Source: an optimization exercise on an open RTL-to-GDS flow (aim: small area, a short achievable clock period and few clock cycles). Production flows keep margins and buffers that such runs may drop.
The RTL was checked by simulation tests, not by an equivalence proof against the original design.
Power figures rest on the tool's default switching activity, not on a simulated workload.

### design/flow/config.mk
export PLATFORM = sky130hd
export DESIGN_NAME = multicycle_processor
export DESIGN_NICKNAME = multicycle_processor
export VERILOG_FILES = /design/flow/design.v
export SDC_FILE = /design/flow/constraint.sdc
export NUM_CORES = 4
export LEC_CHECK = 0
export CAP_MARGIN = 20
export CORE_MARGIN = 2
export CORE_UTILIZATION = 40
export SLEW_MARGIN = 20
### design/flow/constraint.sdc
create_clock -name core_clock -period 10.0 [get_ports {clk}]
set_input_delay 2.0000 -clock core_clock [delete_from_list [all_inputs] [get_ports {clk}]]
set_output_delay 2.0000 -clock core_clock [all_outputs]
set_load 0.01 [all_outputs]
### design/flow/design.v
module multicycle_processor #(
  parameter logic [31:0] RESET_PC  = 32'h0000_0000,
  parameter int          ENABLE_BL = 1
) (
  input  logic               clk,
  input  logic               reset,
  input  logic [31:0]        MemRD,
  output logic [31:0]        MemAdr,
  output logic [31:0]        MemWD,
  output logic               MemWE,
  output logic               InstrDone,
  input  logic [3:0]         DBtheReg,
  output logic [31:0]        DBtheRegVal
);
  typedef enum logic [3:0] {
    S_FETCH    = 4'd0,
    S_DECODE   = 4'd1,
    S_MEMADR   = 4'd2,
    S_MEMREAD  = 4'd3,
    S_MEMWB    = 4'd4,
    S_MEMWRITE = 4'd5,
    S_EXECUTER = 4'd6,
    S_EXECUTEI = 4'd7,
    S_ALUWB    = 4'd8,
    S_BRANCH   = 4'd9
  } state_t;
  localparam logic [1:0] ALU_ADD = 2'd0;
  localparam logic [1:0] ALU_SUB = 2'd1;
  localparam logic [1:0] ALU_AND = 2'd2;
  localparam logic [1:0] ALU_ORR = 2'd3;
  state_t      state_reg, state_next;
  logic [31:0] pc_reg, ir_reg, a_reg, wd_reg, aluout_reg, data_reg;
  logic [3:0]  nzcv_reg;
  logic [3:0] cond, cmd, rn, rd, rm;
  logic [1:0] op;
  logic       ibit, sbit, ubit, lbit, link;
  assign cond = ir_reg[31:28];
  assign op   = ir_reg[27:26];
  assign ibit = ir_reg[25];
  assign cmd  = ir_reg[24:21];
  assign link = ir_reg[24];
  assign ubit = ir_reg[23];
  assign sbit = ir_reg[20];
  assign lbit = ir_reg[20];
  assign rn   = ir_reg[19:16];
  assign rd   = ir_reg[15:12];
  assign rm   = ir_reg[3:0];
  logic [31:0] pc_plus4;
  assign pc_plus4 = pc_reg + 32'd4;
  logic [31:0] rf_q [0:14];
  logic        rf_we;
  logic [3:0]  rf_wa;
  logic [31:0] rf_wd;
  generate
    for (genvar gi = 0; gi < 15; gi++) begin : gen_rf
      logic [31:0] r_reg;
      always_ff @(posedge clk) begin
        if (reset)
          r_reg <= 32'd0;
        else if (rf_we && rf_wa == 4'(gi))
          r_reg <= rf_wd;
      end
      assign rf_q[gi] = r_reg;
    end
  endgenerate
  logic [3:0]  ra2;
  logic [31:0] rd1, rd2;
  assign ra2 = (op == 2'b01) ? rd : rm;
  assign rd1 = (rn == 4'd15) ? pc_plus4 : rf_q[rn];
  assign rd2 = (ra2 == 4'd15) ? pc_plus4 : rf_q[ra2];
  assign DBtheRegVal = (DBtheReg == 4'd15) ? pc_reg : rf_q[DBtheReg];
  logic [5:0]  rot;
  logic [31:0] imm8, rot_imm, imm12, br_off;
  assign rot     = {1'b0, ir_reg[11:8], 1'b0};
  assign imm8    = {24'd0, ir_reg[7:0]};
  assign rot_imm = (imm8 >> rot) | (imm8 << (6'd32 - rot));
  assign imm12   = {20'd0, ir_reg[11:0]};
  assign br_off  = {{6{ir_reg[23]}}, ir_reg[23:0], 2'b00};
  logic       dp_ok;
  logic [1:0] dp_ctl;
  always_comb begin
    dp_ok  = 1'b1;
    dp_ctl = ALU_ADD;
    case (cmd)
      4'b0100: dp_ctl = ALU_ADD;
      4'b0010: dp_ctl = ALU_SUB;
      4'b0000: dp_ctl = ALU_AND;
      4'b1100: dp_ctl = ALU_ORR;
      default: dp_ok  = 1'b0;
    endcase
  end
  logic cond_ok;
  always_comb begin
    case (cond)
      4'h0: cond_ok = nzcv_reg[2];
      4'h1: cond_ok = !nzcv_reg[2];
      4'h2: cond_ok = nzcv_reg[1];
      4'h3: cond_ok = !nzcv_reg[1];
      4'h4: cond_ok = nzcv_reg[3];
      4'h5: cond_ok = !nzcv_reg[3];
      4'h6: cond_ok = nzcv_reg[0];
      4'h7: cond_ok = !nzcv_reg[0];
      4'h8: cond_ok = nzcv_reg[1] && !nzcv_reg[2];
      4'h9: cond_ok = !nzcv_reg[1] || nzcv_reg[2];
      4'hA: cond_ok = nzcv_reg[3] == nzcv_reg[0];
      4'hB: cond_ok = nzcv_reg[3] != nzcv_reg[0];
      4'hC: cond_ok = !nzcv_reg[2] && (nzcv_reg[3] == nzcv_reg[0]);
      4'hD: cond_ok = nzcv_reg[2] || (nzcv_reg[3] != nzcv_reg[0]);
      4'hE: cond_ok = 1'b1;
      default: cond_ok = 1'b0;
    endcase
  end
  logic [31:0] alu_a, alu_b, alu_bx, alu_y;
  logic [1:0]  alu_ctl;
  logic [32:0] alu_sum;
  logic        alu_arith;
  logic [3:0]  alu_flags;
  always_comb begin
    alu_arith = (alu_ctl == ALU_ADD) || (alu_ctl == ALU_SUB);
    alu_bx    = (alu_ctl == ALU_SUB) ? ~alu_b : alu_b;
    alu_sum   = {1'b0, alu_a} + {1'b0, alu_bx} + {32'd0, (alu_ctl == ALU_SUB)};
    case (alu_ctl)
      ALU_AND: alu_y = alu_a & alu_b;
      ALU_ORR: alu_y = alu_a | alu_b;
      default: alu_y = alu_sum[31:0];
    endcase
    alu_flags = {alu_y[31], (alu_y == 32'd0), alu_arith & alu_sum[32],
                 alu_arith & ~(alu_a[31] ^ alu_bx[31]) & (alu_a[31] ^ alu_sum[31])};
  end
  logic        ir_load, pc_load, ab_load, aluout_load, flags_load, data_load;
  logic        adr_sel_alu, we, done;
  logic [31:0] pc_next;
  always_comb begin
    state_next  = state_reg;
    ir_load     = 1'b0;
    pc_load     = 1'b0;
    pc_next     = pc_plus4;
    ab_load     = 1'b0;
    aluout_load = 1'b0;
    flags_load  = 1'b0;
    data_load   = 1'b0;
    rf_we       = 1'b0;
    rf_wa       = rd;
    rf_wd       = aluout_reg;
    alu_a       = a_reg;
    alu_b       = wd_reg;
    alu_ctl     = ALU_ADD;
    adr_sel_alu = 1'b0;
    we          = 1'b0;
    done        = 1'b0;
    case (state_reg)
      S_FETCH: begin
        ir_load    = 1'b1;
        pc_load    = 1'b1;
        state_next = S_DECODE;
      end
      S_DECODE: begin
        ab_load = 1'b1;
        if (!cond_ok) begin
          done       = 1'b1;
          state_next = S_FETCH;
        end else begin
          case (op)
            2'b01: state_next = S_MEMADR;
            2'b00: begin
              if (!dp_ok) begin
                done       = 1'b1;
                state_next = S_FETCH;
              end else begin
                state_next = ibit ? S_EXECUTEI : S_EXECUTER;
              end
            end
            2'b10: state_next = S_BRANCH;
            default: begin
              done       = 1'b1;
              state_next = S_FETCH;
            end
          endcase
        end
      end
      S_MEMADR: begin
        alu_b       = imm12;
        alu_ctl     = ubit ? ALU_ADD : ALU_SUB;
        aluout_load = 1'b1;
        state_next  = lbit ? S_MEMREAD : S_MEMWRITE;
      end
      S_MEMREAD: begin
        adr_sel_alu = 1'b1;
        data_load   = 1'b1;
        state_next  = S_MEMWB;
      end
      S_MEMWB: begin
        done = 1'b1;
        if (rd == 4'd15) begin
          pc_load = 1'b1;
          pc_next = data_reg;
        end else begin
          rf_we = 1'b1;
          rf_wd = data_reg;
        end
        state_next = S_FETCH;
      end
      S_MEMWRITE: begin
        adr_sel_alu = 1'b1;
        we          = 1'b1;
        done        = 1'b1;
        state_next  = S_FETCH;
      end
      S_EXECUTER, S_EXECUTEI: begin
        alu_b       = (state_reg == S_EXECUTEI) ? rot_imm : wd_reg;
        alu_ctl     = dp_ctl;
        aluout_load = 1'b1;
        flags_load  = sbit;
        state_next  = S_ALUWB;
      end
      S_ALUWB: begin
        done = 1'b1;
        if (rd == 4'd15) begin
          pc_load = 1'b1;
          pc_next = aluout_reg;
        end else begin
          rf_we = 1'b1;
        end
        state_next = S_FETCH;
      end
      S_BRANCH: begin
        alu_a   = pc_plus4;
        alu_b   = br_off;
        pc_load = 1'b1;
        pc_next = alu_y;
        if (ENABLE_BL != 0 && link) begin
          rf_we = 1'b1;
          rf_wa = 4'd14;
          rf_wd = pc_reg;
        end
        done       = 1'b1;
        state_next = S_FETCH;
      end
      default: state_next = S_FETCH;
    endcase
  end
  always_ff @(posedge clk) begin
    if (reset) begin
      state_reg  <= S_FETCH;
      pc_reg     <= RESET_PC;
      ir_reg     <= 32'd0;
      nzcv_reg   <= 4'd0;
      a_reg      <= 32'd0;
      wd_reg     <= 32'd0;
      aluout_reg <= 32'd0;
      data_reg   <= 32'd0;
    end else begin
      state_reg <= state_next;
      if (ir_load)     ir_reg     <= MemRD;
      if (pc_load)     pc_reg     <= pc_next;
      if (ab_load)     a_reg      <= rd1;
      if (ab_load)     wd_reg     <= rd2;
      if (aluout_load) aluout_reg <= alu_y;
      if (flags_load)  nzcv_reg   <= alu_flags;
      if (data_load)   data_reg   <= MemRD;
    end
  end
  assign MemAdr    = adr_sel_alu ? aluout_reg : pc_reg;
  assign MemWD     = wd_reg;
  assign MemWE     = we & ~reset;
  assign InstrDone = done & ~reset;
endmodule
### design/flow/run.sh
#!/bin/bash
# synth_recipe.tcl (not shown) runs the flow's synth.tcl, then flattens the netlist and writes it again
# the make line also repeats each setting of config.mk as NAME=value (left out here)
make -C /OpenROAD-flow-scripts/flow DESIGN_CONFIG=/design/flow/config.mk WORK_HOME=/design/flow/orfs CLKGATE_MAP_FILE= SYNTH_SCRIPT=/design/flow/synth_recipe.tcl finish
==> run notes <==
## routing by layer
layer  share of wire [%]  global-route usage [%]  wire length, µm
met3                  14                    14.7            29900
met1                  37                    49.9            77200
met2                  41                    58.6            85200
met5               0.088                   0.805              184
met4                 8.4                    26.0            17700
## how the worst max path moves through the flow
| stage | start | to | slack [ns] |
|---|---|---|---|
| CTS | DBtheReg[1] | DBtheRegVal[20] | 1.95 |
| finish | DBtheReg[1] | DBtheRegVal[17] | 1.81 |
| global route | DBtheReg[1] | DBtheRegVal[20] | 1.77 |
| floorplan | ir_reg[9] | nzcv_reg[2] | 4.15 |
| global placement | DBtheReg[1] | DBtheRegVal[20] | 2.02 |
| detailed placement | DBtheReg[1] | DBtheRegVal[20] | 1.97 |
## cells by family (layout without fill, tap and decap cells)
group | after synthesis | after routing | synth area share [%]
compound gates | 1996 | 1996 | 36.0
other cells | 0 | 4 | 0
buf+inv | 567 | 455 | 5.49
mux | 80 | 80 | 2.22
xor+xnor | 82 | 82 | 1.83
simple gates | 1625 | 1625 | 18.2
fa+ha+maj | 47 | 47 | 1.46
flops | 680 | 680 | 34.8
## synthesized netlist by cell type (24+ instances only)
cell type	count
dfxtp_1	680
nand3_1	140
o21ai_0	151
a21o_1	24
a211oi_1	550
mux2_2	44
clkbuf_1	497
nor2_1	800
nand4_1	111
o22ai_1	87
a21oi_1	350
o211ai_1	30
a22oi_1	485
nand2b_1	26
a221oi_1	36
mux2i_1	35
nand2_1	343
a222oi_1	92
xnor2_1	54
ha_1	37
a22o_1	52
xor2_1	28
inv_1	36
nor3_1	103
## layout make-up
type                       instances  share of cell area, %
clock inverter                    39                   1.07
inverter                          37                  0.313
timing repair buffer             277                   5.45
antenna                            4                 0.0225
clock buffer                     102                   4.99
tap                             1276                   3.59
sequential                       680                   30.6
multi-input combinational       3830                   53.9
## critical path, stage by stage
cell and delay, ns:
clkdlybuf4s50_1 0.85, nand2b_1 0.46, nor2_4 0.51, buf_4 0.50
a22oi_1 0.17, nand3_1 0.11, nor3_1 0.06, o21ai_0 0.77
clkdlybuf4s50_1 0.70
## through the flow
| step | util [%] | area, µm² | worst slack, ns |
|---|---|---|---|
| final | 45.9 | 44400 | 1.81 |
| after global routing | 45.9 | 44400 | 1.77 |
| after CTS | 45.9 | 44400 | 1.95 |
| after detailed placement | 43.1 | 41700 | 1.97 |
| after global placement | 43.1 | 41700 | 2.02 |
| after floorplan | - | 39100 | 4.15 |
## power groups by stage
stage / clock network, mW / logic [mW] / registers [mW]
2_1_floorplan: 0 / 0.902 / 2.89
3_3_place_gp: 0 / 1.55 / 2.97
3_5_place_dp: 0 / 1.55 / 2.98
4_1_cts: 3.08 / 1.56 / 2.92
5_1_grt: 3.19 / 1.71 / 2.93
6_report: 3.07 / 1.68 / 2.92
==> impl_metrics.yaml <==
run_status:
  status: "complete, no violations"
sta:
  report.final.slew_viol_count: 0
  hold_viol: 0
  finalSetupViolCount: 0
  worstMarginPinSlew_ns: 1.26
  rsz0062_at_grt: "false"
  min_period_ns: 8.19
  skew_ns: 0.0313
  fin_hold_ws_ns: 0.460
  tns_ns: 0
  max_freq_mhz: 122
  slew-limit-headroom_pct: 16.0
  period_share_pct: 81.9
placed_design:
  dp.cells: 6100
  gp_congestion: 1.08
  port_buffers: 135
  dp_hpwl_mm: 134
logic_synthesis:
  synth.area.top_cells: "dfxtp_1 35%, a211oi_1 11%, a22oi_1 9.3%"
  yosys.area.top_type: "dfxtp_1"
  synth_top_area_share_pct: 34.8
  yosys_warnings: 2
  synth_async_sr_flop_share_pct: 0
  seq_area_frac_synth_pct: 34.8
  netlist_area_mm2: 0.0391
  synth_ff_type: "dfxtp_1"
  yosys.cell_types.count: 88
  syn_inst: 5077
  synth_nets: 5153
  synth.avg_cell_area_um2: 7.71
  synth_seq_cells: 680
  synth-edff-count: 0
detailed_routing:
  vias_per_cell: 7.19
  drc: 0
  wl_mm: 210
  vias: 44900
  wl_per_cell_um: 33.7
  first_pass_iters: 15
  ant_nets: 0
  drtIter0Drc: 8691
die:
  core-area_mm2: 0.0969
  start_util_pct: 40.4
  rows: 114
  fp.dieH_um: 317
  ioPinCount: 136
  die_area_mm2: 0.100
  die_w_um: 317
clock_tree:
  hold_buffers: 0
  clk_pin_slew_ns: 0.06
  cts_buffer_depth: 3
  cts_buffers: 78
  ctsRootBufferMaster: "clkbuf_16"
  post_cts_resized: 0
  cts_setup_buffers: 0
  tritoncts: "yes"
  htreeDepth: 3
  clock_latency_ns: 0.66
  cts.sinks: 680
setup_path:
  rr_worst_depth: 18
  arrival_ns: 6.19
  crit_path_end_kind: "output pin"
  path_class: "input port to output pin"
  r2r_slack_ns: 2.49
  worstReg2RegStart: "state_reg[2]"
  path_max_fanout: 22
  r2r_end: "nzcv_reg[2]"
  cp.required_ns: 8.00
  cp-start-kind: "input port"
power_and_ir_drop:
  max-vdd-ir-drop_uv: 130
  power_density_mw_per_mm2: 173
  power_frac_clock_pct: 40.0
  swShare_pct: 34.2
  power_mw: 7.68
  net-switching-power_mw: 2.63
  comb_power_share_pct: 21.9
  leakagePower_nw: 14.0
  p_int_mw: 5.05
  sequentialPowerShare_pct: 38.1
run:
  drv_cap: 0
cells_and_area:
  layout.cells.most_common: "nor2_1"
  area_growth_pct: 13.5
  instances_no_fill: 6245
  multi_input_area_mm2: 0.0240
  nFillCells: 9522
  register_area_mm2: 0.0136
  drive_above_1_share_pct: 8.80
  largest_reg_flops: 480
  final_cell_mix: "750 x nor2_1, 680 x dfxtp_1, 550 x a211oi_1"
  fin_nets: 4980
grt:
  antenna_found_initial: 11
  first_global_vias: 41300
  grt_pass1_wl_mm: 298
  grt_overflow: 0
  track_usage_pct: 40.2
  grt_max_degree: 140
min_path:
  hp-start: "a_reg[4]"
  hp-class: "flip-flop to flip-flop"
  hold_depth: 2
  min_to: "a_reg[4]"
Testbench counts, summed over its fixed seeds: cycles 56,017.

re-timing with driven ports:
Ports are ideal in the flow. The routed layout listed here was re-timed in OpenROAD. Step 1 sets driving cells, clkbuf_16 on the clock port and buf_2 on the other inputs (assumed; they add their load-dependent delay and slew). Step 2 adds t to the input delays and takes it off the output delays; t is the mean of the earliest and latest rising clock arrival at the registers after step 1. Input paths then give back, and output paths get back, about the clock's delay inside the block. Three values: ideal, step 1, step 2; two values: the first two.
shift t [ns]: 0.720
setup WS [ns]: 1.808 / 1.746 / 1.746
slew at the worst register clock pin (ns): 0.07 / 0.07
After both steps setup and hold are still met in this run. The setup slack of this run moves by -0.062 ns with the drivers and by -0.062 ns with both steps.
